Context: an optimization exercise on an open-source flow, tuned for small area and a short achievable clock period. The choices shown serve that exercise and are no tape-out recipe.
Only simulation tests tie the RTL to the original design; equivalence was not proved.

**design.v**
```verilog
`timescale 1ns/1ps
`default_nettype none
module dct_row_top (
  input  logic        clk_i,
  input  logic        rst_i,
  input  logic        px_valid_i,
  input  logic [7:0]  px_data_i,
  output logic        coef_valid_o,
  output logic [11:0] coef_data_o,
  output logic [2:0]  coef_index_o
);
logic [2:0] px_cnt;
logic [7:0] xs0, xs1, xs2, xs3, xs4, xs5, xs6;
logic [7:0] y0, y1, y2, y3, y4, y5, y6, y7;
logic       row_done;
assign row_done = px_valid_i & (&px_cnt);
always_ff @(posedge clk_i, posedge rst_i)
  if (rst_i) px_cnt <= 3'd0;
  else if (px_valid_i) px_cnt <= px_cnt + 3'd1;
always_ff @(posedge clk_i)
  if (px_valid_i) begin
    xs0 <= px_data_i; xs1 <= xs0; xs2 <= xs1; xs3 <= xs2; xs4 <= xs3; xs5 <= xs4; xs6 <= xs5;
  end
always_ff @(posedge clk_i)
  if (row_done) begin
    y0 <= xs6; y1 <= xs5; y2 <= xs4; y3 <= xs3; y4 <= xs2; y5 <= xs1; y6 <= xs0; y7 <= px_data_i;
  end
logic       busy;
logic [2:0] kc, kc_nx;
logic [3:0] n1, n2, n1_nx, n2_nx;
logic       odd;
assign kc_nx = row_done ? 3'd0 : kc + 3'd1;
always_comb begin
  case (kc_nx)
    3'd0: begin n1_nx = 4'b0000; n2_nx = 4'b0000; end
    3'd1: begin n1_nx = 4'b0000; n2_nx = 4'b1111; end
    3'd2: begin n1_nx = 4'b0000; n2_nx = 4'b0000; end
    3'd3: begin n1_nx = 4'b1110; n2_nx = 4'b0001; end
    3'd4: begin n1_nx = 4'b0000; n2_nx = 4'b0000; end
    3'd5: begin n1_nx = 4'b0010; n2_nx = 4'b1101; end
    3'd6: begin n1_nx = 4'b0000; n2_nx = 4'b0000; end
    3'd7: begin n1_nx = 4'b1010; n2_nx = 4'b0101; end
    default: begin n1_nx = 4'b0000; n2_nx = 4'b0000; end
  endcase
end
always_ff @(posedge clk_i, posedge rst_i)
  if (rst_i) begin busy <= 1'b0; kc <= 3'd0; end
  else if (row_done) begin busy <= 1'b1; kc <= 3'd0; end
  else if (busy) begin kc <= kc + 3'd1; if (&kc) busy <= 1'b0; end
always_ff @(posedge clk_i) begin
  n1 <= n1_nx; n2 <= n2_nx; odd <= kc_nx[0];
end
logic [8:0] u0, u1, u2, u3;
logic a0, a3, ca, b1, b2, cb;           
logic a0_nx, a3_nx, ca_nx, b1_nx, b2_nx, cb_nx;
logic oddu, o1, o3, o5, o7;    
logic ep_a, ep_b, eq_a, eq_b, er_a, er_b, es_a, es_b;
always_comb begin
  case (kc)
    3'd0: begin a0_nx = 1'b0; a3_nx = 1'b0; ca_nx = 1'b0; b1_nx = 1'b0; b2_nx = 1'b0; cb_nx = 1'b0; end
    3'd2: begin a0_nx = 1'b0; a3_nx = 1'b1; ca_nx = 1'b1; b1_nx = 1'b0; b2_nx = 1'b1; cb_nx = 1'b1; end
    3'd4: begin a0_nx = 1'b0; a3_nx = 1'b0; ca_nx = 1'b0; b1_nx = 1'b1; b2_nx = 1'b1; cb_nx = 1'b0; end
    3'd6: begin a0_nx = 1'b0; a3_nx = 1'b1; ca_nx = 1'b1; b1_nx = 1'b1; b2_nx = 1'b0; cb_nx = 1'b1; end
    default: begin a0_nx = 1'b0; a3_nx = 1'b0; ca_nx = 1'b0; b1_nx = 1'b0; b2_nx = 1'b0; cb_nx = 1'b0; end
  endcase
end
logic [2:0] ku;
logic       vu;
always_ff @(posedge clk_i) begin
  u0 <= 9'(y0 ^ {8{n1[0]}}) + 9'(y7 ^ {8{n2[0]}}) + 9'(odd);
  u1 <= 9'(y1 ^ {8{n1[1]}}) + 9'(y6 ^ {8{n2[1]}}) + 9'(odd);
  u2 <= 9'(y2 ^ {8{n1[2]}}) + 9'(y5 ^ {8{n2[2]}}) + 9'(odd);
  u3 <= 9'(y3 ^ {8{n1[3]}}) + 9'(y4 ^ {8{n2[3]}}) + 9'(odd);
  ku <= kc;
  a0 <= a0_nx; a3 <= a3_nx; ca <= ca_nx; b1 <= b1_nx; b2 <= b2_nx; cb <= cb_nx;
  oddu <= kc[0];
  ep_a <= (kc == 3'd0) | (kc == 3'd2) | (kc == 3'd4);
  ep_b <= (kc == 3'd6);
  eq_a <= (kc == 3'd6);
  eq_b <= (kc == 3'd0) | (kc == 3'd2) | (kc == 3'd4);
  er_a <= (kc == 3'd6);
  er_b <= (kc == 3'd2);
  es_a <= (kc == 3'd0) | (kc == 3'd2) | (kc == 3'd4);
  es_b <= (kc == 3'd6);
  o1 <= (kc == 3'd1); o3 <= (kc == 3'd3); o5 <= (kc == 3'd5); o7 <= (kc == 3'd7);
end
always_ff @(posedge clk_i, posedge rst_i)
  if (rst_i) vu <= 1'b0; else vu <= busy;
logic [9:0] al, be;
logic [9:0] vp;
logic [9:0] vq;
logic [9:0] vr;
logic [9:0] vs;
logic c_k0, c_k4, c_k26, c_odd;    
logic       vv;
assign al = 10'(u0 ^ {9{a0}}) + 10'(u3 ^ {9{a3}}) + 10'(ca);
assign be = 10'(u1 ^ {9{b1}}) + 10'(u2 ^ {9{b2}}) + 10'(cb);
logic [8:0] pm_p;
assign pm_p = ({9{o1}} & u0) | ({9{o3}} & u2) | ({9{o5}} & u1) | ({9{o7}} & u3);
logic [8:0] pm_q;
assign pm_q = ({9{o1}} & u1) | ({9{o3}} & u0) | ({9{o5}} & u3) | ({9{o7}} & u2);
logic [8:0] pm_r;
assign pm_r = ({9{o1}} & u2) | ({9{o3}} & u3) | ({9{o5}} & u0) | ({9{o7}} & u1);
logic [8:0] pm_s;
assign pm_s = ({9{o1}} & u3) | ({9{o3}} & u1) | ({9{o5}} & u2) | ({9{o7}} & u0);
always_ff @(posedge clk_i) begin
  vp <= ({10{oddu}} & {1'b0, pm_p}) | ({10{ep_a}} & al) | ({10{ep_b}} & be);
  vq <= ({10{oddu}} & {1'b0, pm_q}) | ({10{eq_a}} & al) | ({10{eq_b}} & be);
  vr <= ({10{oddu}} & {1'b0, pm_r}) | ({10{er_a}} & al) | ({10{er_b}} & be);
  vs <= ({10{oddu}} & {1'b0, pm_s}) | ({10{es_a}} & al) | ({10{es_b}} & be);
  c_k0 <= (ku == 3'd0); c_k4 <= (ku == 3'd4); c_k26 <= (ku == 3'd2) | (ku == 3'd6); c_odd <= ku[0];
end
always_ff @(posedge clk_i, posedge rst_i)
  if (rst_i) vv <= 1'b0; else vv <= vu;
logic row_p0_en;
logic row_p0_ng;
logic [9:0] row_p0;
assign row_p0 = ((vp & {10{row_p0_en}}) ^ {10{row_p0_ng}});
logic [9:0] row_p1;
assign row_p1 = ~vp;
logic row_p3_ng;
logic [9:0] row_p3;
assign row_p3 = (vp ^ {10{row_p3_ng}});
logic [9:0] row_p9;
assign row_p9 = vp;
logic row_q1_en;
logic [9:0] row_q1;
assign row_q1 = (vq & {10{row_q1_en}});
logic [9:0] row_q3;
assign row_q3 = vq;
logic row_q5_ng;
logic [9:0] row_q5;
assign row_q5 = (vq ^ {10{row_q5_ng}});
logic [9:0] row_q7;
assign row_q7 = ~vq;
logic row_q9_en;
logic [9:0] row_q9;
assign row_q9 = (vq & {10{row_q9_en}});
logic [9:0] row_r2;
assign row_r2 = ~vr;
logic [9:0] row_r5;
assign row_r5 = vr;
logic [9:0] row_r8;
assign row_r8 = vr;
logic [9:0] row_s2;
assign row_s2 = vs;
logic [9:0] row_s5;
assign row_s5 = ~vs;
logic row_s7_en;
logic row_s7_ng;
logic [9:0] row_s7;
assign row_s7 = ((vs & {10{row_s7_en}}) ^ {10{row_s7_ng}});
always_ff @(posedge clk_i) begin
  row_p0_en <= (ku == 3'd2) | (ku == 3'd6);
  row_p0_ng <= (ku == 3'd2) | (ku == 3'd6);
  row_p3_ng <= ~((ku == 3'd0) | (ku == 3'd4));
  row_q1_en <= ~((ku == 3'd2) | (ku == 3'd6));
  row_q5_ng <= (ku == 3'd0) | (ku == 3'd4);
  row_q9_en <= ~((ku == 3'd2) | (ku == 3'd6));
  row_s7_en <= ~((ku == 3'd2) | (ku == 3'd6));
  row_s7_ng <= (ku == 3'd0) | (ku == 3'd4);
end
logic [21:0] kconst;
assign kconst[0] = (c_k26);
assign kconst[1] = 1'b1;
assign kconst[2] = ~(c_k4);
assign kconst[3] = ~(c_k0);
assign kconst[4] = (c_k4);
assign kconst[5] = (c_k26 | c_odd);
assign kconst[6] = (c_k0);
assign kconst[7] = (c_k26 | c_odd);
assign kconst[8] = (c_k0);
assign kconst[9] = ~(c_k26);
assign kconst[10] = (c_k4 | c_k26);
assign kconst[11] = ~(c_k4);
assign kconst[12] = 1'b0;
assign kconst[13] = (c_k0 | c_odd);
assign kconst[14] = (c_k0 | c_k4);
assign kconst[15] = (c_k0);
assign kconst[16] = (c_k4);
assign kconst[17] = (c_k0);
assign kconst[18] = (c_k4);
assign kconst[19] = ~(c_k4);
assign kconst[20] = 1'b1;
assign kconst[21] = 1'b1;
wire cs1 = row_p1[7] ^ row_q3[5];
wire cc1 = row_p1[7] & row_q3[5];
wire cs2 = row_p1[8] ^ row_p9[0] ^ row_q3[6];
wire cc2 = (row_p1[8] & row_p9[0]) | (row_p1[8] & row_q3[6]) | (row_p9[0] & row_q3[6]);
wire cs3 = row_q7[2] ^ row_r2[7] ^ row_r5[4];
wire cc3 = (row_q7[2] & row_r2[7]) | (row_q7[2] & row_r5[4]) | (row_r2[7] & row_r5[4]);
wire cs4 = row_p1[9] ^ row_p9[1] ^ row_q3[7];
wire cc4 = (row_p1[9] & row_p9[1]) | (row_p1[9] & row_q3[7]) | (row_p9[1] & row_q3[7]);
wire cs5 = row_q7[3] ^ row_r2[8] ^ row_r5[5];
wire cc5 = (row_q7[3] & row_r2[8]) | (row_q7[3] & row_r5[5]) | (row_r2[8] & row_r5[5]);
wire cs6 = row_p9[2] ^ row_q3[8] ^ row_q7[4];
wire cc6 = (row_p9[2] & row_q3[8]) | (row_p9[2] & row_q7[4]) | (row_q3[8] & row_q7[4]);
wire cs7 = row_p1[4] ^ row_q3[2] ^ row_r2[3];
wire cc7 = (row_p1[4] & row_q3[2]) | (row_p1[4] & row_r2[3]) | (row_q3[2] & row_r2[3]);
wire cs8 = row_p1[5] ^ row_q3[3] ^ row_r2[4];
wire cc8 = (row_p1[5] & row_q3[3]) | (row_p1[5] & row_r2[4]) | (row_q3[3] & row_r2[4]);
wire cs9 = row_r5[1] ^ row_s2[4];
wire cc9 = row_r5[1] & row_s2[4];
wire cs10 = row_p1[6] ^ row_q3[4] ^ row_q7[0];
wire cc10 = (row_p1[6] & row_q3[4]) | (row_p1[6] & row_q7[0]) | (row_q3[4] & row_q7[0]);
wire cs11 = row_r2[5] ^ row_r5[2] ^ row_s2[5];
wire cc11 = (row_r2[5] & row_r5[2]) | (row_r2[5] & row_s2[5]) | (row_r5[2] & row_s2[5]);
wire cs12 = row_s5[2] ^ row_p0[7] ^ row_p3[4];
wire cc12 = (row_s5[2] & row_p0[7]) | (row_s5[2] & row_p3[4]) | (row_p0[7] & row_p3[4]);
wire cs13 = row_q7[1] ^ row_r2[6] ^ row_r5[3];
wire cc13 = (row_q7[1] & row_r2[6]) | (row_q7[1] & row_r5[3]) | (row_r2[6] & row_r5[3]);
wire cs14 = row_r8[0] ^ row_s2[6] ^ row_s5[3];
wire cc14 = (row_r8[0] & row_s2[6]) | (row_r8[0] & row_s5[3]) | (row_s2[6] & row_s5[3]);
wire cs15 = cs1 ^ row_p0[8] ^ row_p3[5];
wire cc15 = (cs1 & row_p0[8]) | (cs1 & row_p3[5]) | (row_p0[8] & row_p3[5]);
wire cs16 = row_q1[7] ^ row_q5[3];
wire cc16 = row_q1[7] & row_q5[3];
wire cs17 = row_r8[1] ^ row_s2[7] ^ row_s5[4];
wire cc17 = (row_r8[1] & row_s2[7]) | (row_r8[1] & row_s5[4]) | (row_s2[7] & row_s5[4]);
wire cs18 = cc1 ^ row_p0[9] ^ row_p3[6];
wire cc18 = (cc1 & row_p0[9]) | (cc1 & row_p3[6]) | (row_p0[9] & row_p3[6]);
wire cs19 = row_q1[8] ^ row_q5[4] ^ row_q9[0];
wire cc19 = (row_q1[8] & row_q5[4]) | (row_q1[8] & row_q9[0]) | (row_q5[4] & row_q9[0]);
wire cs20 = row_s7[2] ^ kconst[9] ^ cs2;
wire cc20 = (row_s7[2] & kconst[9]) | (row_s7[2] & cs2) | (kconst[9] & cs2);
wire cs21 = row_r8[2] ^ row_s2[8] ^ row_s5[5];
wire cc21 = (row_r8[2] & row_s2[8]) | (row_r8[2] & row_s5[5]) | (row_s2[8] & row_s5[5]);
wire cs22 = row_p3[7] ^ row_q1[9] ^ row_q5[5];
wire cc22 = (row_p3[7] & row_q1[9]) | (row_p3[7] & row_q5[5]) | (row_q1[9] & row_q5[5]);
wire cs23 = row_q9[1] ^ row_s7[3] ^ kconst[10];
wire cc23 = (row_q9[1] & row_s7[3]) | (row_q9[1] & kconst[10]) | (row_s7[3] & kconst[10]);
wire cs24 = cc2 ^ cc3 ^ cs4;
wire cc24 = (cc2 & cc3) | (cc2 & cs4) | (cc3 & cs4);
wire cs25 = row_r2[9] ^ row_r5[6] ^ row_r8[3];
wire cc25 = (row_r2[9] & row_r5[6]) | (row_r2[9] & row_r8[3]) | (row_r5[6] & row_r8[3]);
wire cs26 = row_s2[9] ^ row_s5[6] ^ row_p3[8];
wire cc26 = (row_s2[9] & row_s5[6]) | (row_s2[9] & row_p3[8]) | (row_s5[6] & row_p3[8]);
wire cs27 = row_q5[6] ^ row_q9[2] ^ row_s7[4];
wire cc27 = (row_q5[6] & row_q9[2]) | (row_q5[6] & row_s7[4]) | (row_q9[2] & row_s7[4]);
wire cs28 = kconst[11] ^ cc4 ^ cc5;
wire cc28 = (kconst[11] & cc4) | (kconst[11] & cc5) | (cc4 & cc5);
wire cs29 = row_p9[3] ^ row_q3[9] ^ row_q7[5];
wire cc29 = (row_p9[3] & row_q3[9]) | (row_p9[3] & row_q7[5]) | (row_q3[9] & row_q7[5]);
wire cs30 = row_r5[7] ^ row_r8[4] ^ row_s5[7];
wire cc30 = (row_r5[7] & row_r8[4]) | (row_r5[7] & row_s5[7]) | (row_r8[4] & row_s5[7]);
wire cs31 = row_p3[9] ^ row_q5[7] ^ row_q9[3];
wire cc31 = (row_p3[9] & row_q5[7]) | (row_p3[9] & row_q9[3]) | (row_q5[7] & row_q9[3]);
wire cs32 = row_p9[4] ^ row_q7[6] ^ row_r5[8];
wire cc32 = (row_p9[4] & row_q7[6]) | (row_p9[4] & row_r5[8]) | (row_q7[6] & row_r5[8]);
wire cs33 = row_r8[5] ^ row_s5[8];
wire cc33 = row_r8[5] & row_s5[8];
wire cs34 = row_p9[5] ^ row_q7[7] ^ row_r5[9];
wire cc34 = (row_p9[5] & row_q7[7]) | (row_p9[5] & row_r5[9]) | (row_q7[7] & row_r5[9]);
wire cs35 = row_p1[2] ^ row_q3[0] ^ row_r2[1];
wire cc35 = (row_p1[2] & row_q3[0]) | (row_p1[2] & row_r2[1]) | (row_q3[0] & row_r2[1]);
wire cs36 = row_p1[3] ^ row_q3[1] ^ row_r2[2];
wire cc36 = (row_p1[3] & row_q3[1]) | (row_p1[3] & row_r2[2]) | (row_q3[1] & row_r2[2]);
wire cs37 = row_s2[2] ^ row_p0[4];
wire cc37 = row_s2[2] & row_p0[4];
wire cs38 = row_r5[0] ^ row_s2[3] ^ row_s5[0];
wire cc38 = (row_r5[0] & row_s2[3]) | (row_r5[0] & row_s5[0]) | (row_s2[3] & row_s5[0]);
wire cs39 = row_p0[5] ^ row_p3[2] ^ row_q1[4];
wire cc39 = (row_p0[5] & row_p3[2]) | (row_p0[5] & row_q1[4]) | (row_p3[2] & row_q1[4]);
wire cs40 = row_q5[0] ^ kconst[5];
wire cc40 = row_q5[0] & kconst[5];
wire cs41 = row_s5[1] ^ cs9 ^ row_p0[6];
wire cc41 = (row_s5[1] & cs9) | (row_s5[1] & row_p0[6]) | (cs9 & row_p0[6]);
wire cs42 = row_p3[3] ^ row_q1[5] ^ row_q5[1];
wire cc42 = (row_p3[3] & row_q1[5]) | (row_p3[3] & row_q5[1]) | (row_q1[5] & row_q5[1]);
wire cs43 = kconst[6] ^ cc7 ^ cs8;
wire cc43 = (kconst[6] & cc7) | (kconst[6] & cs8) | (cc7 & cs8);
wire cs44 = cc9 ^ row_q1[6] ^ row_q5[2];
wire cc44 = (cc9 & row_q1[6]) | (cc9 & row_q5[2]) | (row_q1[6] & row_q5[2]);
wire cs45 = row_s7[0] ^ kconst[7] ^ cc8;
wire cc45 = (row_s7[0] & kconst[7]) | (row_s7[0] & cc8) | (kconst[7] & cc8);
wire cs46 = cs10 ^ cs11 ^ cs12;
wire cc46 = (cs10 & cs11) | (cs10 & cs12) | (cs11 & cs12);
wire cs47 = row_s7[1] ^ kconst[8] ^ cc10;
wire cc47 = (row_s7[1] & kconst[8]) | (row_s7[1] & cc10) | (kconst[8] & cc10);
wire cs48 = cc11 ^ cs13 ^ cs14;
wire cc48 = (cc11 & cs13) | (cc11 & cs14) | (cs13 & cs14);
wire cs49 = cs16 ^ cc12 ^ cs15;
wire cc49 = (cs16 & cc12) | (cs16 & cs15) | (cc12 & cs15);
wire cs50 = cc13 ^ cc14 ^ cs17;
wire cc50 = (cc13 & cc14) | (cc13 & cs17) | (cc14 & cs17);
wire cs51 = cs3 ^ cc16 ^ cc15;
wire cc51 = (cs3 & cc16) | (cs3 & cc15) | (cc16 & cc15);
wire cs52 = cs18 ^ cs19 ^ cs20;
wire cc52 = (cs18 & cs19) | (cs18 & cs20) | (cs19 & cs20);
wire cs53 = cc17 ^ cs21 ^ cs5;
wire cc53 = (cc17 & cs21) | (cc17 & cs5) | (cs21 & cs5);
wire cs54 = cc18 ^ cc19 ^ cs22;
wire cc54 = (cc18 & cc19) | (cc18 & cs22) | (cc19 & cs22);
wire cs55 = cs23 ^ cc20 ^ cs24;
wire cc55 = (cs23 & cc20) | (cs23 & cs24) | (cc20 & cs24);
wire cs56 = cc21 ^ cs25 ^ cs6;
wire cc56 = (cc21 & cs25) | (cc21 & cs6) | (cs25 & cs6);
wire cs57 = cc22 ^ cs26 ^ cs27;
wire cc57 = (cc22 & cs26) | (cc22 & cs27) | (cs26 & cs27);
wire cs58 = cc23 ^ cc24 ^ cs28;
wire cc58 = (cc23 & cc24) | (cc23 & cs28) | (cc24 & cs28);
wire cs59 = row_s7[5] ^ cc25 ^ cc6;
wire cc59 = (row_s7[5] & cc25) | (row_s7[5] & cc6) | (cc25 & cc6);
wire cs60 = cs29 ^ cs30 ^ cc26;
wire cc60 = (cs29 & cs30) | (cs29 & cc26) | (cs30 & cc26);
wire cs61 = cc27 ^ cs31 ^ cc28;
wire cc61 = (cc27 & cs31) | (cc27 & cc28) | (cs31 & cc28);
wire cs62 = cs33 ^ row_q5[8] ^ row_q9[4];
wire cc62 = (cs33 & row_q5[8]) | (cs33 & row_q9[4]) | (row_q5[8] & row_q9[4]);
wire cs63 = row_s7[6] ^ kconst[13] ^ cc29;
wire cc63 = (row_s7[6] & kconst[13]) | (row_s7[6] & cc29) | (kconst[13] & cc29);
wire cs64 = cc30 ^ cs32 ^ cc31;
wire cc64 = (cc30 & cs32) | (cc30 & cc31) | (cs32 & cc31);
wire cs65 = row_r8[6] ^ row_s5[9] ^ cc33;
wire cc65 = (row_r8[6] & row_s5[9]) | (row_r8[6] & cc33) | (row_s5[9] & cc33);
wire cs66 = row_q5[9] ^ row_q9[5] ^ row_s7[7];
wire cc66 = (row_q5[9] & row_q9[5]) | (row_q5[9] & row_s7[7]) | (row_q9[5] & row_s7[7]);
wire cs67 = kconst[14] ^ cc32 ^ cs34;
wire cc67 = (kconst[14] & cc32) | (kconst[14] & cs34) | (cc32 & cs34);
wire cs68 = row_p9[6] ^ row_q7[8] ^ row_r8[7];
wire cc68 = (row_p9[6] & row_q7[8]) | (row_p9[6] & row_r8[7]) | (row_q7[8] & row_r8[7]);
wire cs69 = row_q9[6] ^ row_s7[8] ^ kconst[15];
wire cc69 = (row_q9[6] & row_s7[8]) | (row_q9[6] & kconst[15]) | (row_s7[8] & kconst[15]);
wire cs70 = row_p9[7] ^ row_q7[9] ^ row_r8[8];
wire cc70 = (row_p9[7] & row_q7[9]) | (row_p9[7] & row_r8[8]) | (row_q7[9] & row_r8[8]);
wire cs71 = row_p1[1] ^ row_r2[0] ^ row_s2[0];
wire cc71 = (row_p1[1] & row_r2[0]) | (row_p1[1] & row_s2[0]) | (row_r2[0] & row_s2[0]);
wire cs72 = row_s2[1] ^ row_p0[3] ^ row_p3[0];
wire cc72 = (row_s2[1] & row_p0[3]) | (row_s2[1] & row_p3[0]) | (row_p0[3] & row_p3[0]);
wire cs73 = row_q1[2] ^ kconst[3];
wire cc73 = row_q1[2] & kconst[3];
wire cs74 = row_p3[1] ^ row_q1[3] ^ kconst[4];
wire cc74 = (row_p3[1] & row_q1[3]) | (row_p3[1] & kconst[4]) | (row_q1[3] & kconst[4]);
wire cs75 = cc35 ^ cs36 ^ cs37;
wire cc75 = (cc35 & cs36) | (cc35 & cs37) | (cs36 & cs37);
wire cs76 = cc36 ^ cs38 ^ cs7;
wire cc76 = (cc36 & cs38) | (cc36 & cs7) | (cs38 & cs7);
wire cs77 = cc37 ^ cs40 ^ cs39;
wire cc77 = (cc37 & cs40) | (cc37 & cs39) | (cs40 & cs39);
wire cs78 = cc38 ^ cc40 ^ cc39;
wire cc78 = (cc38 & cc40) | (cc38 & cc39) | (cc40 & cc39);
wire cs79 = cs41 ^ cs42 ^ cs43;
wire cc79 = (cs41 & cs42) | (cs41 & cs43) | (cs42 & cs43);
wire cs80 = cc41 ^ cc42 ^ cs44;
wire cc80 = (cc41 & cc42) | (cc41 & cs44) | (cc42 & cs44);
wire cs81 = cc43 ^ cs45 ^ cs46;
wire cc81 = (cc43 & cs45) | (cc43 & cs46) | (cs45 & cs46);
wire cs82 = cc44 ^ cc45 ^ cs47;
wire cc82 = (cc44 & cc45) | (cc44 & cs47) | (cc45 & cs47);
wire cs83 = cs48 ^ cc46 ^ cs49;
wire cc83 = (cs48 & cc46) | (cs48 & cs49) | (cc46 & cs49);
wire cs84 = cc47 ^ cc48 ^ cs50;
wire cc84 = (cc47 & cc48) | (cc47 & cs50) | (cc48 & cs50);
wire cs85 = cc49 ^ cs51 ^ cs52;
wire cc85 = (cc49 & cs51) | (cc49 & cs52) | (cs51 & cs52);
wire cs86 = cc50 ^ cs53 ^ cc51;
wire cc86 = (cc50 & cs53) | (cc50 & cc51) | (cs53 & cc51);
wire cs87 = cs54 ^ cc52 ^ cs55;
wire cc87 = (cs54 & cc52) | (cs54 & cs55) | (cc52 & cs55);
wire cs88 = cc53 ^ cs56 ^ cc54;
wire cc88 = (cc53 & cs56) | (cc53 & cc54) | (cs56 & cc54);
wire cs89 = cs57 ^ cc55 ^ cs58;
wire cc89 = (cs57 & cc55) | (cs57 & cs58) | (cc55 & cs58);
wire cs90 = cc56 ^ cs59 ^ cc57;
wire cc90 = (cc56 & cs59) | (cc56 & cc57) | (cs59 & cc57);
wire cs91 = cs60 ^ cc58 ^ cs61;
wire cc91 = (cs60 & cc58) | (cs60 & cs61) | (cc58 & cs61);
wire cs92 = cs62 ^ cc59 ^ cs63;
wire cc92 = (cs62 & cc59) | (cs62 & cs63) | (cc59 & cs63);
wire cs93 = cc60 ^ cs64 ^ cc61;
wire cc93 = (cc60 & cs64) | (cc60 & cc61) | (cs64 & cc61);
wire cs94 = cs65 ^ cc62 ^ cs66;
wire cc94 = (cs65 & cc62) | (cs65 & cs66) | (cc62 & cs66);
wire cs95 = cc63 ^ cs67 ^ cc64;
wire cc95 = (cc63 & cs67) | (cc63 & cc64) | (cs67 & cc64);
wire cs96 = cc34 ^ cs68 ^ cc65;
wire cc96 = (cc34 & cs68) | (cc34 & cc65) | (cs68 & cc65);
wire cs97 = cc66 ^ cs69 ^ cc67;
wire cc97 = (cc66 & cs69) | (cc66 & cc67) | (cs69 & cc67);
wire cs98 = row_q9[7] ^ row_s7[9] ^ kconst[16];
wire cc98 = (row_q9[7] & row_s7[9]) | (row_q9[7] & kconst[16]) | (row_s7[9] & kconst[16]);
wire cs99 = cc68 ^ cs70 ^ cc69;
wire cc99 = (cc68 & cs70) | (cc68 & cc69) | (cs70 & cc69);
wire cs100 = row_p9[8] ^ row_r8[9] ^ row_q9[8];
wire cc100 = (row_p9[8] & row_r8[9]) | (row_p9[8] & row_q9[8]) | (row_r8[9] & row_q9[8]);
wire cs101 = kconst[17] ^ cc70;
wire cc101 = kconst[17] & cc70;
wire cs102 = row_p9[9] ^ row_q9[9];
wire cc102 = row_p9[9] & row_q9[9];
logic cq_0_0;
always_ff @(posedge clk_i) cq_0_0 <= row_p0[0];
logic cq_0_1;
always_ff @(posedge clk_i) cq_0_1 <= kconst[0];
logic cq_1_1;
always_ff @(posedge clk_i) cq_1_1 <= row_p1[0];
logic cq_1_2;
always_ff @(posedge clk_i) cq_1_2 <= row_p0[1];
logic cq_1_3;
always_ff @(posedge clk_i) cq_1_3 <= row_q1[0];
logic cq_2_0;
always_ff @(posedge clk_i) cq_2_0 <= cs71;
logic cq_2_1;
always_ff @(posedge clk_i) cq_2_1 <= row_p0[2];
logic cq_2_2;
always_ff @(posedge clk_i) cq_2_2 <= row_q1[1];
logic cq_2_3;
always_ff @(posedge clk_i) cq_2_3 <= kconst[2];
logic cq_3_0;
always_ff @(posedge clk_i) cq_3_0 <= cc71;
logic cq_3_1;
always_ff @(posedge clk_i) cq_3_1 <= cs72;
logic cq_3_2;
always_ff @(posedge clk_i) cq_3_2 <= cs73;
logic cq_3_3;
always_ff @(posedge clk_i) cq_3_3 <= cs35;
logic cq_4_0;
always_ff @(posedge clk_i) cq_4_0 <= cc72;
logic cq_4_1;
always_ff @(posedge clk_i) cq_4_1 <= cc73;
logic cq_4_2;
always_ff @(posedge clk_i) cq_4_2 <= cs74;
logic cq_4_3;
always_ff @(posedge clk_i) cq_4_3 <= cs75;
logic cq_5_0;
always_ff @(posedge clk_i) cq_5_0 <= cc74;
logic cq_5_1;
always_ff @(posedge clk_i) cq_5_1 <= cc75;
logic cq_5_2;
always_ff @(posedge clk_i) cq_5_2 <= cs76;
logic cq_5_3;
always_ff @(posedge clk_i) cq_5_3 <= cs77;
logic cq_6_0;
always_ff @(posedge clk_i) cq_6_0 <= cc76;
logic cq_6_1;
always_ff @(posedge clk_i) cq_6_1 <= cc77;
logic cq_6_2;
always_ff @(posedge clk_i) cq_6_2 <= cs78;
logic cq_6_3;
always_ff @(posedge clk_i) cq_6_3 <= cs79;
logic cq_7_0;
always_ff @(posedge clk_i) cq_7_0 <= cc78;
logic cq_7_1;
always_ff @(posedge clk_i) cq_7_1 <= cc79;
logic cq_7_2;
always_ff @(posedge clk_i) cq_7_2 <= cs80;
logic cq_7_3;
always_ff @(posedge clk_i) cq_7_3 <= cs81;
logic cq_8_0;
always_ff @(posedge clk_i) cq_8_0 <= cc80;
logic cq_8_1;
always_ff @(posedge clk_i) cq_8_1 <= cc81;
logic cq_8_2;
always_ff @(posedge clk_i) cq_8_2 <= cs82;
logic cq_8_3;
always_ff @(posedge clk_i) cq_8_3 <= cs83;
logic cq_9_0;
always_ff @(posedge clk_i) cq_9_0 <= cc82;
logic cq_9_1;
always_ff @(posedge clk_i) cq_9_1 <= cc83;
logic cq_9_2;
always_ff @(posedge clk_i) cq_9_2 <= cs84;
logic cq_9_3;
always_ff @(posedge clk_i) cq_9_3 <= cs85;
logic cq_10_0;
always_ff @(posedge clk_i) cq_10_0 <= cc84;
logic cq_10_1;
always_ff @(posedge clk_i) cq_10_1 <= cc85;
logic cq_10_2;
always_ff @(posedge clk_i) cq_10_2 <= cs86;
logic cq_10_3;
always_ff @(posedge clk_i) cq_10_3 <= cs87;
logic cq_11_0;
always_ff @(posedge clk_i) cq_11_0 <= cc86;
logic cq_11_1;
always_ff @(posedge clk_i) cq_11_1 <= cc87;
logic cq_11_2;
always_ff @(posedge clk_i) cq_11_2 <= cs88;
logic cq_11_3;
always_ff @(posedge clk_i) cq_11_3 <= cs89;
logic cq_12_0;
always_ff @(posedge clk_i) cq_12_0 <= cc88;
logic cq_12_1;
always_ff @(posedge clk_i) cq_12_1 <= cc89;
logic cq_12_2;
always_ff @(posedge clk_i) cq_12_2 <= cs90;
logic cq_12_3;
always_ff @(posedge clk_i) cq_12_3 <= cs91;
logic cq_13_0;
always_ff @(posedge clk_i) cq_13_0 <= cc90;
logic cq_13_1;
always_ff @(posedge clk_i) cq_13_1 <= cc91;
logic cq_13_2;
always_ff @(posedge clk_i) cq_13_2 <= cs92;
logic cq_13_3;
always_ff @(posedge clk_i) cq_13_3 <= cs93;
logic cq_14_0;
always_ff @(posedge clk_i) cq_14_0 <= cc92;
logic cq_14_1;
always_ff @(posedge clk_i) cq_14_1 <= cc93;
logic cq_14_2;
always_ff @(posedge clk_i) cq_14_2 <= cs94;
logic cq_14_3;
always_ff @(posedge clk_i) cq_14_3 <= cs95;
logic cq_15_0;
always_ff @(posedge clk_i) cq_15_0 <= cc94;
logic cq_15_1;
always_ff @(posedge clk_i) cq_15_1 <= cc95;
logic cq_15_2;
always_ff @(posedge clk_i) cq_15_2 <= cs96;
logic cq_15_3;
always_ff @(posedge clk_i) cq_15_3 <= cs97;
logic cq_16_0;
always_ff @(posedge clk_i) cq_16_0 <= cc96;
logic cq_16_1;
always_ff @(posedge clk_i) cq_16_1 <= cc97;
logic cq_16_2;
always_ff @(posedge clk_i) cq_16_2 <= cs98;
logic cq_16_3;
always_ff @(posedge clk_i) cq_16_3 <= cs99;
logic cq_17_0;
always_ff @(posedge clk_i) cq_17_0 <= cc98;
logic cq_17_1;
always_ff @(posedge clk_i) cq_17_1 <= cc99;
logic cq_17_2;
always_ff @(posedge clk_i) cq_17_2 <= cs100;
logic cq_17_3;
always_ff @(posedge clk_i) cq_17_3 <= cs101;
logic cq_18_0;
always_ff @(posedge clk_i) cq_18_0 <= cc100;
logic cq_18_1;
always_ff @(posedge clk_i) cq_18_1 <= cc101;
logic cq_18_2;
always_ff @(posedge clk_i) cq_18_2 <= cs102;
logic cq_18_3;
always_ff @(posedge clk_i) cq_18_3 <= kconst[18];
logic cq_19_0;
always_ff @(posedge clk_i) cq_19_0 <= cc102;
logic cq_19_1;
always_ff @(posedge clk_i) cq_19_1 <= kconst[19];
logic vc;
always_ff @(posedge clk_i, posedge rst_i)
  if (rst_i) vc <= 1'b0; else vc <= vv;
wire cs103 = 1'b1 ^ cq_1_1;
wire cc103 = 1'b1 & cq_1_1;
wire cs104 = cq_2_0 ^ cq_2_1 ^ cq_2_2;
wire cc104 = (cq_2_0 & cq_2_1) | (cq_2_0 & cq_2_2) | (cq_2_1 & cq_2_2);
wire cs105 = cq_3_0 ^ cq_3_1 ^ cq_3_2;
wire cc105 = (cq_3_0 & cq_3_1) | (cq_3_0 & cq_3_2) | (cq_3_1 & cq_3_2);
wire cs106 = cq_4_0 ^ cq_4_1 ^ cq_4_2;
wire cc106 = (cq_4_0 & cq_4_1) | (cq_4_0 & cq_4_2) | (cq_4_1 & cq_4_2);
wire cs107 = cq_5_0 ^ cq_5_1 ^ cq_5_2;
wire cc107 = (cq_5_0 & cq_5_1) | (cq_5_0 & cq_5_2) | (cq_5_1 & cq_5_2);
wire cs108 = cq_6_0 ^ cq_6_1 ^ cq_6_2;
wire cc108 = (cq_6_0 & cq_6_1) | (cq_6_0 & cq_6_2) | (cq_6_1 & cq_6_2);
wire cs109 = cq_7_0 ^ cq_7_1 ^ cq_7_2;
wire cc109 = (cq_7_0 & cq_7_1) | (cq_7_0 & cq_7_2) | (cq_7_1 & cq_7_2);
wire cs110 = cq_8_0 ^ cq_8_1 ^ cq_8_2;
wire cc110 = (cq_8_0 & cq_8_1) | (cq_8_0 & cq_8_2) | (cq_8_1 & cq_8_2);
wire cs111 = cq_9_0 ^ cq_9_1 ^ cq_9_2;
wire cc111 = (cq_9_0 & cq_9_1) | (cq_9_0 & cq_9_2) | (cq_9_1 & cq_9_2);
wire cs112 = cq_10_0 ^ cq_10_1 ^ cq_10_2;
wire cc112 = (cq_10_0 & cq_10_1) | (cq_10_0 & cq_10_2) | (cq_10_1 & cq_10_2);
wire cs113 = cq_11_0 ^ cq_11_1 ^ cq_11_2;
wire cc113 = (cq_11_0 & cq_11_1) | (cq_11_0 & cq_11_2) | (cq_11_1 & cq_11_2);
wire cs114 = cq_12_0 ^ cq_12_1 ^ cq_12_2;
wire cc114 = (cq_12_0 & cq_12_1) | (cq_12_0 & cq_12_2) | (cq_12_1 & cq_12_2);
wire cs115 = cq_13_0 ^ cq_13_1 ^ cq_13_2;
wire cc115 = (cq_13_0 & cq_13_1) | (cq_13_0 & cq_13_2) | (cq_13_1 & cq_13_2);
wire cs116 = cq_14_0 ^ cq_14_1 ^ cq_14_2;
wire cc116 = (cq_14_0 & cq_14_1) | (cq_14_0 & cq_14_2) | (cq_14_1 & cq_14_2);
wire cs117 = cq_15_0 ^ cq_15_1 ^ cq_15_2;
wire cc117 = (cq_15_0 & cq_15_1) | (cq_15_0 & cq_15_2) | (cq_15_1 & cq_15_2);
wire cs118 = cq_16_0 ^ cq_16_1 ^ cq_16_2;
wire cc118 = (cq_16_0 & cq_16_1) | (cq_16_0 & cq_16_2) | (cq_16_1 & cq_16_2);
wire cs119 = cq_17_0 ^ cq_17_1 ^ cq_17_2;
wire cc119 = (cq_17_0 & cq_17_1) | (cq_17_0 & cq_17_2) | (cq_17_1 & cq_17_2);
wire cs120 = cq_18_0 ^ cq_18_1 ^ cq_18_2;
wire cc120 = (cq_18_0 & cq_18_1) | (cq_18_0 & cq_18_2) | (cq_18_1 & cq_18_2);
wire cs121 = cq_1_2 ^ cq_1_3;
wire cc121 = cq_1_2 & cq_1_3;
wire cs122 = cq_2_3 ^ cc103 ^ cs104;
wire cc122 = (cq_2_3 & cc103) | (cq_2_3 & cs104) | (cc103 & cs104);
wire cs123 = cq_3_3 ^ cc104 ^ cs105;
wire cc123 = (cq_3_3 & cc104) | (cq_3_3 & cs105) | (cc104 & cs105);
wire cs124 = cq_4_3 ^ cc105 ^ cs106;
wire cc124 = (cq_4_3 & cc105) | (cq_4_3 & cs106) | (cc105 & cs106);
wire cs125 = cq_5_3 ^ cc106 ^ cs107;
wire cc125 = (cq_5_3 & cc106) | (cq_5_3 & cs107) | (cc106 & cs107);
wire cs126 = cq_6_3 ^ cc107 ^ cs108;
wire cc126 = (cq_6_3 & cc107) | (cq_6_3 & cs108) | (cc107 & cs108);
wire cs127 = cq_7_3 ^ cc108 ^ cs109;
wire cc127 = (cq_7_3 & cc108) | (cq_7_3 & cs109) | (cc108 & cs109);
wire cs128 = cq_8_3 ^ cc109 ^ cs110;
wire cc128 = (cq_8_3 & cc109) | (cq_8_3 & cs110) | (cc109 & cs110);
wire cs129 = cq_9_3 ^ cc110 ^ cs111;
wire cc129 = (cq_9_3 & cc110) | (cq_9_3 & cs111) | (cc110 & cs111);
wire cs130 = cq_10_3 ^ cc111 ^ cs112;
wire cc130 = (cq_10_3 & cc111) | (cq_10_3 & cs112) | (cc111 & cs112);
wire cs131 = cq_11_3 ^ cc112 ^ cs113;
wire cc131 = (cq_11_3 & cc112) | (cq_11_3 & cs113) | (cc112 & cs113);
wire cs132 = cq_12_3 ^ cc113 ^ cs114;
wire cc132 = (cq_12_3 & cc113) | (cq_12_3 & cs114) | (cc113 & cs114);
wire cs133 = cq_13_3 ^ cc114 ^ cs115;
wire cc133 = (cq_13_3 & cc114) | (cq_13_3 & cs115) | (cc114 & cs115);
wire cs134 = cq_14_3 ^ cc115 ^ cs116;
wire cc134 = (cq_14_3 & cc115) | (cq_14_3 & cs116) | (cc115 & cs116);
wire cs135 = cq_15_3 ^ cc116 ^ cs117;
wire cc135 = (cq_15_3 & cc116) | (cq_15_3 & cs117) | (cc116 & cs117);
wire cs136 = cq_16_3 ^ cc117 ^ cs118;
wire cc136 = (cq_16_3 & cc117) | (cq_16_3 & cs118) | (cc117 & cs118);
wire cs137 = cq_17_3 ^ cc118 ^ cs119;
wire cc137 = (cq_17_3 & cc118) | (cq_17_3 & cs119) | (cc118 & cs119);
wire cs138 = cq_18_3 ^ cc119 ^ cs120;
wire cc138 = (cq_18_3 & cc119) | (cq_18_3 & cs120) | (cc119 & cs120);
wire cs139 = cq_19_0 ^ cq_19_1 ^ cc120;
wire cc139 = (cq_19_0 & cq_19_1) | (cq_19_0 & cc120) | (cq_19_1 & cc120);
logic [10:0] lowsum;
assign lowsum = {1'b0, cc128, cc127, cc126, cc125, cc124, cc123, cc122, cc121, cs121, cq_0_0} + {1'b0, cs129, cs128, cs127, cs126, cs125, cs124, cs123, cs122, cs103, cq_0_1};
logic cr_lowc;
always_ff @(posedge clk_i) cr_lowc <= lowsum[10];
logic cr_10_0;
always_ff @(posedge clk_i) cr_10_0 <= cc129;
logic cr_10_1;
always_ff @(posedge clk_i) cr_10_1 <= cs130;
logic cr_11_0;
always_ff @(posedge clk_i) cr_11_0 <= cc130;
logic cr_11_1;
always_ff @(posedge clk_i) cr_11_1 <= cs131;
logic cr_12_0;
always_ff @(posedge clk_i) cr_12_0 <= cc131;
logic cr_12_1;
always_ff @(posedge clk_i) cr_12_1 <= cs132;
logic cr_13_0;
always_ff @(posedge clk_i) cr_13_0 <= cc132;
logic cr_13_1;
always_ff @(posedge clk_i) cr_13_1 <= cs133;
logic cr_14_0;
always_ff @(posedge clk_i) cr_14_0 <= cc133;
logic cr_14_1;
always_ff @(posedge clk_i) cr_14_1 <= cs134;
logic cr_15_0;
always_ff @(posedge clk_i) cr_15_0 <= cc134;
logic cr_15_1;
always_ff @(posedge clk_i) cr_15_1 <= cs135;
logic cr_16_0;
always_ff @(posedge clk_i) cr_16_0 <= cc135;
logic cr_16_1;
always_ff @(posedge clk_i) cr_16_1 <= cs136;
logic cr_17_0;
always_ff @(posedge clk_i) cr_17_0 <= cc136;
logic cr_17_1;
always_ff @(posedge clk_i) cr_17_1 <= cs137;
logic cr_18_0;
always_ff @(posedge clk_i) cr_18_0 <= cc137;
logic cr_18_1;
always_ff @(posedge clk_i) cr_18_1 <= cs138;
logic cr_19_0;
always_ff @(posedge clk_i) cr_19_0 <= cc138;
logic cr_19_1;
always_ff @(posedge clk_i) cr_19_1 <= cs139;
logic cr_20_0;
always_ff @(posedge clk_i) cr_20_0 <= cc139;
logic vc2;
always_ff @(posedge clk_i, posedge rst_i)
  if (rst_i) vc2 <= 1'b0; else vc2 <= vc;
logic [21:0] fa, fb, fsum;
assign fa = {1'b1, cr_20_0, cr_19_0, cr_18_0, cr_17_0, cr_16_0, cr_15_0, cr_14_0, cr_13_0, cr_12_0, cr_11_0, cr_10_0, 1'b0, 1'b0, 1'b0, 1'b0, 1'b0, 1'b0, 1'b0, 1'b0, 1'b0, 1'b0};
assign fb = {1'b0, 1'b1, cr_19_1, cr_18_1, cr_17_1, cr_16_1, cr_15_1, cr_14_1, cr_13_1, cr_12_1, cr_11_1, cr_10_1, 1'b0, 1'b0, 1'b0, 1'b0, 1'b0, 1'b0, 1'b0, 1'b0, 1'b0, 1'b0};
logic [12:0] fhi;
assign fhi = {fa[21:10], 1'b1} + {fb[21:10], cr_lowc};
assign fsum = {fhi[12:1], 10'd0};
always_ff @(posedge clk_i) coef_data_o <= fsum[21:10];
always_ff @(posedge clk_i, posedge rst_i)
  if (rst_i) coef_valid_o <= 1'b0; else coef_valid_o <= vc2;
always_ff @(posedge clk_i, posedge rst_i)
  if (rst_i) coef_index_o <= 3'd0; else if (coef_valid_o) coef_index_o <= coef_index_o + 3'd1;
endmodule
`default_nettype wire
```
**flow/run.sh**
```bash
#!/bin/bash
# Standard ORFS layout with one extra step between synthesis and floorplan:
# flow/pol.py re-chooses the polarity of every full adder (a full adder is self-dual)
# so that Yosys' extract_fa leaves fewer inverters. Registers are not touched.
set -euo pipefail
R=$PWD/orfs/results/$FLOW_PLATFORM/dct_row_top/base
bash standard.sh "$R/1_2_yosys.v" > synth.log 2>&1
cp "$R/1_2_yosys.v" "$PWD/1_2_yosys.before_pol.v"
python3 flow/pol.py "$PWD/1_2_yosys.before_pol.v" "$R/1_2_yosys.v" > pol.log 2>&1
# clock tree: the standard arguments, without the dummy loads CTS adds for balancing
export CTS_ARGS="-sink_clustering_enable -repair_clock_nets -dont_use_dummy_load -buf_list sky130_fd_sc_hd__clkbuf_8"
bash standard.sh finish > layout.log 2>&1
```
**flow/pol.py**
```python
#!/usr/bin/env python3
"""Full-adder polarity optimisation of a Yosys netlist (sky130hd cells).

A full adder is self-dual: FA(~a, ~b, ~c) = (~sum, ~cout). Yosys' extract_fa leaves many
inverters between full adders; this pass chooses, for each sky130_fd_sc_hd__fa_* cell, whether
it computes the true or the complemented function, so that as few inverters as possible are
needed, then rebuilds the inverters. The logic function of every register input and output port
is unchanged; no register is touched.

usage: pol.py IN.v OUT.v
"""
import re, sys, collections, random

OUT_PINS = {'X', 'Y', 'Q', 'Q_N', 'SUM', 'COUT', 'HI', 'LO'}

def main(src, dst):
    text = open(src).read()
    m = re.search(r'^\s*module\s+(\S+)\s*\((.*?)\);', text, re.M | re.S)
    head_end = m.end()
    end = text.rindex('endmodule')
    body = text[head_end:end]
    # split body into statements
    inst_re = re.compile(r'^(\s*)(sky130_fd_sc_hd__\w+)\s+(\S+)\s*\((.*?)\);\s*$', re.M | re.S)
    pin_re = re.compile(r'\.(\w+)\(\s*(.*?)\s*\)\s*(?:,|$)', re.S)
    cells = []
    decls = []
    pos = 0
    others = []
    for mm in inst_re.finditer(body):
        others.append(body[pos:mm.start()])
        pos = mm.end()
        typ, name, pins = mm.group(2), mm.group(3), mm.group(4)
        pl = []
        for pm in pin_re.finditer(pins.strip()):
            pl.append([pm.group(1), pm.group(2).strip()])
        cells.append({'type': typ, 'name': name, 'pins': pl})
    tail = body[pos:]
    # ports
    ports_out = set()
    for mm in re.finditer(r'^\s*output\s+(\[(\d+):(\d+)\]\s*)?(\S+?)\s*;', text, re.M):
        if mm.group(1):
            hi, lo = int(mm.group(2)), int(mm.group(3))
            for i in range(min(hi, lo), max(hi, lo) + 1):
                ports_out.add('%s[%d]' % (mm.group(4), i))
        else:
            ports_out.add(mm.group(4))
    assigns = re.findall(r'^\s*assign\s+(.*?)\s*=\s*(.*?)\s*;', body, re.M)
    assert not assigns, 'assign statements not handled: %r' % assigns[:3]

    def isinv(c):
        return re.fullmatch(r'sky130_fd_sc_hd__(clk)?inv_\d+', c['type']) is not None
    def isfa(c):
        return re.fullmatch(r'sky130_fd_sc_hd__fa_\d+', c['type']) is not None
    def isxor(c):
        return re.fullmatch(r'sky130_fd_sc_hd__x(n)?or[23]_\d+', c['type']) is not None

    driver = {}
    for ci, c in enumerate(cells):
        for p, n in c['pins']:
            if p in OUT_PINS:
                driver[n] = (ci, p)
    invin = {}
    for ci, c in enumerate(cells):
        if isinv(c):
            d = dict(c['pins'])
            invin[d['Y']] = d['A']
    def resolve(n):
        par = 0
        seen = 0
        while n in invin:
            n = invin[n]; par ^= 1; seen += 1
            assert seen < 100
        return n, par
    keep_inv = set()
    for ci, c in enumerate(cells):
        if isinv(c) and dict(c['pins'])['Y'] in ports_out:
            keep_inv.add(ci)
    fa_ids = [ci for ci, c in enumerate(cells) if isfa(c)]
    fa_of_base = {}
    for ci in fa_ids:
        for p, n in cells[ci]['pins']:
            if p in ('SUM', 'COUT'):
                fa_of_base[n] = ci
    # consumers: (cell index or None for port, pin index, base, parity)
    cons = collections.defaultdict(list)   # base -> list of (ci, pinidx, par)
    for ci, c in enumerate(cells):
        if isinv(c) and ci not in keep_inv:
            continue
        for k, (p, n) in enumerate(c['pins']):
            if p in OUT_PINS:
                continue
            b, par = resolve(n)
            cons[b].append((ci, k, par))
    xor_ids = [ci for ci, c in enumerate(cells) if isxor(c)]
    xor_of_base = {}
    for ci in xor_ids:
        for p, n in cells[ci]['pins']:
            if p in OUT_PINS:
                xor_of_base[n] = ci
    pol = {ci: 0 for ci in fa_ids}
    xpol = {ci: 0 for ci in xor_ids}
    def pdrv(b):
        ci = fa_of_base.get(b)
        if ci is not None: return pol[ci]
        ci = xor_of_base.get(b)
        if ci is not None: return xpol[ci]
        return 0
    def need(ci, par):
        return par ^ (pol[ci] if ci in pol else 0)
    def cost_base(b):
        pd = pdrv(b)
        return 1 if any(ci not in xpol and need(ci, par) != pd for ci, k, par in cons.get(b, [])) else 0
    # bases touched by each FA
    touch = collections.defaultdict(set)
    for ci in fa_ids:
        for p, n in cells[ci]['pins']:
            if p in ('SUM', 'COUT'):
                touch[ci].add(n)
            else:
                touch[ci].add(resolve(n)[0])
    for ci in xor_ids:
        for p, n in cells[ci]['pins']:
            if p in OUT_PINS:
                touch[ci].add(n)
    allbases = set(cons.keys())
    before = sum(1 for ci, c in enumerate(cells) if isinv(c))
    start = sum(cost_base(b) for b in allbases)
    rnd = random.Random(1)
    improved = True
    it = 0
    while improved and it < 50:
        improved = False
        it += 1
        order = fa_ids + xor_ids
        rnd.shuffle(order)
        for ci in order:
            t = touch[ci]
            d = pol if ci in pol else xpol
            c0 = sum(cost_base(b) for b in t)
            d[ci] ^= 1
            c1 = sum(cost_base(b) for b in t)
            if c1 < c0:
                improved = True
            elif c1 > c0 or rnd.random() < 0.5:
                d[ci] ^= 1
    # simulated annealing from the greedy result
    import math
    cur = sum(cost_base(b) for b in allbases)
    best_state = (dict(pol), dict(xpol), cur)
    allv = fa_ids + xor_ids
    T = 2.0
    for step in range(200000):
        ci = allv[rnd.randrange(len(allv))]
        t = touch[ci]
        d = pol if ci in pol else xpol
        c0 = sum(cost_base(b) for b in t)
        d[ci] ^= 1
        c1 = sum(cost_base(b) for b in t)
        delta = c1 - c0
        if delta <= 0 or rnd.random() < math.exp(-delta / T):
            cur += delta
            if cur < best_state[2]:
                best_state = (dict(pol), dict(xpol), cur)
        else:
            d[ci] ^= 1
        T = max(0.05, T * 0.99997)
    pol.clear(); pol.update(best_state[0]); xpol.clear(); xpol.update(best_state[1])
    final = sum(cost_base(b) for b in allbases)
    # rebuild
    newinv = {}
    out_cells = []
    nid = [0]
    newwires = []
    def invnet(b):
        if b not in newinv:
            nid[0] += 1
            w = 'pol_n%d' % nid[0]
            newwires.append(w)
            newinv[b] = w
        return newinv[b]
    for ci, c in enumerate(cells):
        if isinv(c) and ci not in keep_inv:
            continue
        if ci in xpol:
            # inputs straight from the base nets; the cell type absorbs every inversion
            t = 1 if 'xnor' in c['type'] else 0
            t ^= xpol[ci]
            pins = []
            outn = None
            for p, n in c['pins']:
                if p in OUT_PINS:
                    outn = n; continue
                b, par = resolve(n)
                t ^= par ^ pdrv(b)
                pins.append((p, b))
            m = re.fullmatch(r'sky130_fd_sc_hd__x(n)?or([23])_(\d+)', c['type'])
            typ = 'sky130_fd_sc_hd__%s%s_%s' % ('xnor' if t else 'xor', m.group(2), m.group(3))
            pins.append(('Y' if t else 'X', outn))
            out_cells.append((typ, c['name'], pins))
            continue
        pins = []
        for p, n in c['pins']:
            if p in OUT_PINS:
                pins.append((p, n)); continue
            b, par = resolve(n)
            q = need(ci, par)
            if q == pdrv(b):
                pins.append((p, b))
            else:
                pins.append((p, invnet(b)))
        out_cells.append((c['type'], c['name'], pins))
    for b, w in newinv.items():
        nid[0] += 1
        out_cells.append(('sky130_fd_sc_hd__inv_1', 'pol_inv%d' % nid[0], [('A', b), ('Y', w)]))
    lines = [text[:head_end]]
    lines.append(''.join(others[:1]))
    for w in newwires:
        lines.append('  wire %s;\n' % w)
    for typ, name, pins in out_cells:
        lines.append('  %s %s (\n%s\n  );\n' % (typ, name, ',\n'.join('    .%s(%s)' % (p, n + ' ' if n.startswith('\\') else n) for p, n in pins)))
    lines.append(tail)
    lines.append(text[end:])
    open(dst, 'w').write(''.join(lines))
    flipped = sum(pol.values()) + sum(xpol.values())
    sys.stderr.write('pol: inverters %d -> %d (needed before opt %d), %d of %d full adders flipped\n'
                     % (before, final + len(keep_inv), start, flipped, len(fa_ids)))

if __name__ == '__main__':
    main(sys.argv[1], sys.argv[2])
```
**standard.sh**
```bash
#!/bin/bash
# synth_recipe.tcl (not shown) runs the flow's synth.tcl, then flattens the netlist and writes it again
# the make line also repeats each setting of config.mk as NAME=value (left out here)
make -C /OpenROAD-flow-scripts/flow DESIGN_CONFIG=/design/flow/config.mk WORK_HOME=/design/flow/orfs CLKGATE_MAP_FILE= SYNTH_SCRIPT=/design/flow/synth_recipe.tcl "${@:-finish}"
```
**config.mk**
```make
export PLATFORM = sky130hd
export DESIGN_NAME = dct_row_top
export DESIGN_NICKNAME = dct_row_top
export VERILOG_FILES = /design/flow/design.v
export SDC_FILE = /design/flow/constraint.sdc
export NUM_CORES = 4
export LEC_CHECK = 0
export CAP_MARGIN = 20
export CORE_MARGIN = 2
export CORE_UTILIZATION = 60
export PLACE_DENSITY = 0.75
export SETUP_SLACK_MARGIN = 3.5
export SLEW_MARGIN = 20
export TNS_END_PERCENT = 100
```
**constraint.sdc**
```tcl
create_clock -name core_clock -period 6.0 [get_ports {clk_i}]
set_input_delay 1.2000 -clock core_clock [delete_from_list [all_inputs] [get_ports {clk_i}]]
set_output_delay 1.2000 -clock core_clock [all_outputs]
set_load 0.01 [all_outputs]
```
==> reports/metrics.yaml <==
status: "complete, no violations"
finalCritPeriodShare_pct: 41.9
htreeDepth: 2
dieArea_um2: 28800
insertion_delay_ps: 570
totalWireLength_um: 30200
worstMarginPinSlew_ps: 858
slew_violations: 0
port_buffers: 26
dr_total_vias: 9170
core_um2: 27000
die_x_um: 170
layout-drive-gt1-share_pct: 10.2
final_common_cell: "dfxtp_1"
finalWeightedCongestion: 0.954
rows: 60
track_usage_pct: 22.0
synth_area_per_cell_um2: 13.1
cts-buffers-inserted: 53
ff2ff_path_depth: 9
syn_inst: 1261
place_area_um2: 17000
root_buffer: "clkbuf_8"
ys_warn_count: 1
drtPass1Iterations: 5
remaining_drc_errors: 0
wire_per_inst_um: 18.3
rsz0062_at_grt: "true"
nets: 1545
cts_tree: "done"
clock-skew-final_ps: 57.1
hpwl_um: 23300
cts_sinks: 345
cap_violations: 0
antenna_found_initial: 0
start_kind: "register"
syn2layout_area_growth_pct: 9.24
fin_setup_tns_ps: 0
cp.arrival_ps: 2940
drt-initial-drc-count: 503
whs_ps: 341
hold_class: "reg -> reg"
final_cells: 1651
clock_path_buffers: 3
cts.clk_slew.worst_paths_ps: 60
fmax_mhz: 397
ios: 27
placed_cells: 1589
postLayoutCellArea_um2: 18000
hold_depth: 0
fin_util_pct: 66.7
fillers: 1913
grt_overflow: 0
ctsHoldBuffers: 0
vias_per_cell: 5.55
syn_area_um2: 16500
die_h_um: 170
end_kind: "register"
grt_max_degree: 60
ant_nets: 0
finalCriticalPeriod_ps: 2520
setup_viol: 0
layout_common_cells: "dfxtp_1, fa_1, edfxtp_1"
relSlewSlack_pct: 42.7
required_ps: 6420
start_util_pct: 61.1
first_global_vias: 9757
cp_max_fo: 4
antennaDiodeCount: 0
hold_viol: 0
grt_pass1_wl_um: 49200
syn_nets: 1494
path_class: "reg -> reg"
cell type report:
| cell class | instances | area (um2) | area share, % |
|---|---|---|---|
| Clock buffer | 53 | 729 | 4.06 |
| Inverter | 77 | 289 | 1.61 |
| Multi-Input combinational cell | 793 | 7930 | 44.1 |
| Sequential cell | 345 | 8250 | 45.9 |
| Tap cell | 341 | 427 | 2.37 |
| Timing Repair Buffer | 42 | 359 | 2.00 |
flip-flops by register name (all words and copies together) (netlist names), 9 cells and up:
| name | cells |
|---|---|
| u2 | 9 |
| coef_data_o | 12 |
| vq | 10 |
| u3 | 9 |
| vr | 10 |
| vp | 10 |
| vs | 9 |
| u0 | 9 |
| u1 | 9 |
layer usage:
metal	GRT usage, %	vias up	wire length (um)
met1	26.7	4495	12400
met5	0	-	0
met2	39.8	200	15700
met3	2.94	76	1030
met4	8.77	0	1100
li1	-	4399	-
stage by stage:
| stage | setup slack [ps] |
|---|---|
| 2_1_floorplan | 3510 |
| 3_3_place_gp | 3130 |
| 3_5_place_dp | 3100 |
| 4_1_cts | 3410 |
| 5_1_grt | 3390 |
| 6_report | 3480 |
final timing paths:
check | slack [ps] | to | startpoint
min in group asynchronous | 980 | vc2 | rst_i
worst min register to register | 340 | vv | vu
worst max-delay path | 3480 | vr[8] | b1
worst max register to register | 3480 | vr[8] | b1
worst min-delay path | 340 | vv | vu
max in group asynchronous | 4650 | px_cnt[1] | rst_i
critical path, stage by stage (launching register included):
cell and delay (ps):
dfxtp_4 350, xor2_2 170, fa_2 370, fa_2 360, a21oi_2 130, nor2b_2 60, a311oi_2 320, a21oi_2 120
xor2_2 180, a221o_1 310
what timing repair did:
item / CTS / global route
setup endpoints to repair: 54 / 64
pin swaps: 4 / 9
buffers inserted: 6 / 3
gates resized for setup: 50 / 29
hold endpoints to repair: 0 / 0

-- afterwards: timing with drivers on the ports --
Ports are ideal in the flow. The routed layout listed here was re-timed in OpenROAD. Step 1, drivers: a clkbuf_16 drives clk_i and a buf_2 each remaining input, both assumed. Step 2 moves the port delays by t, midway between the first and last clock arrival at a register: inputs arrive t later, outputs are due t later. That takes back most of the time a late clock gives input paths. Slacks: no drivers / after step 1 / after step 2; pairs: no drivers / after step 1.
shift t [ns]: 0.581
setup slack, ns: 3.484 / 3.484 / 3.402
worst setup path at the end: input to register
worst data-port slew with drivers (ns): 0.03
After both steps this run still meets setup and hold. For this run, drivers alone change the setup slack by 0.000 ns; drivers and shift together by -0.082 ns.
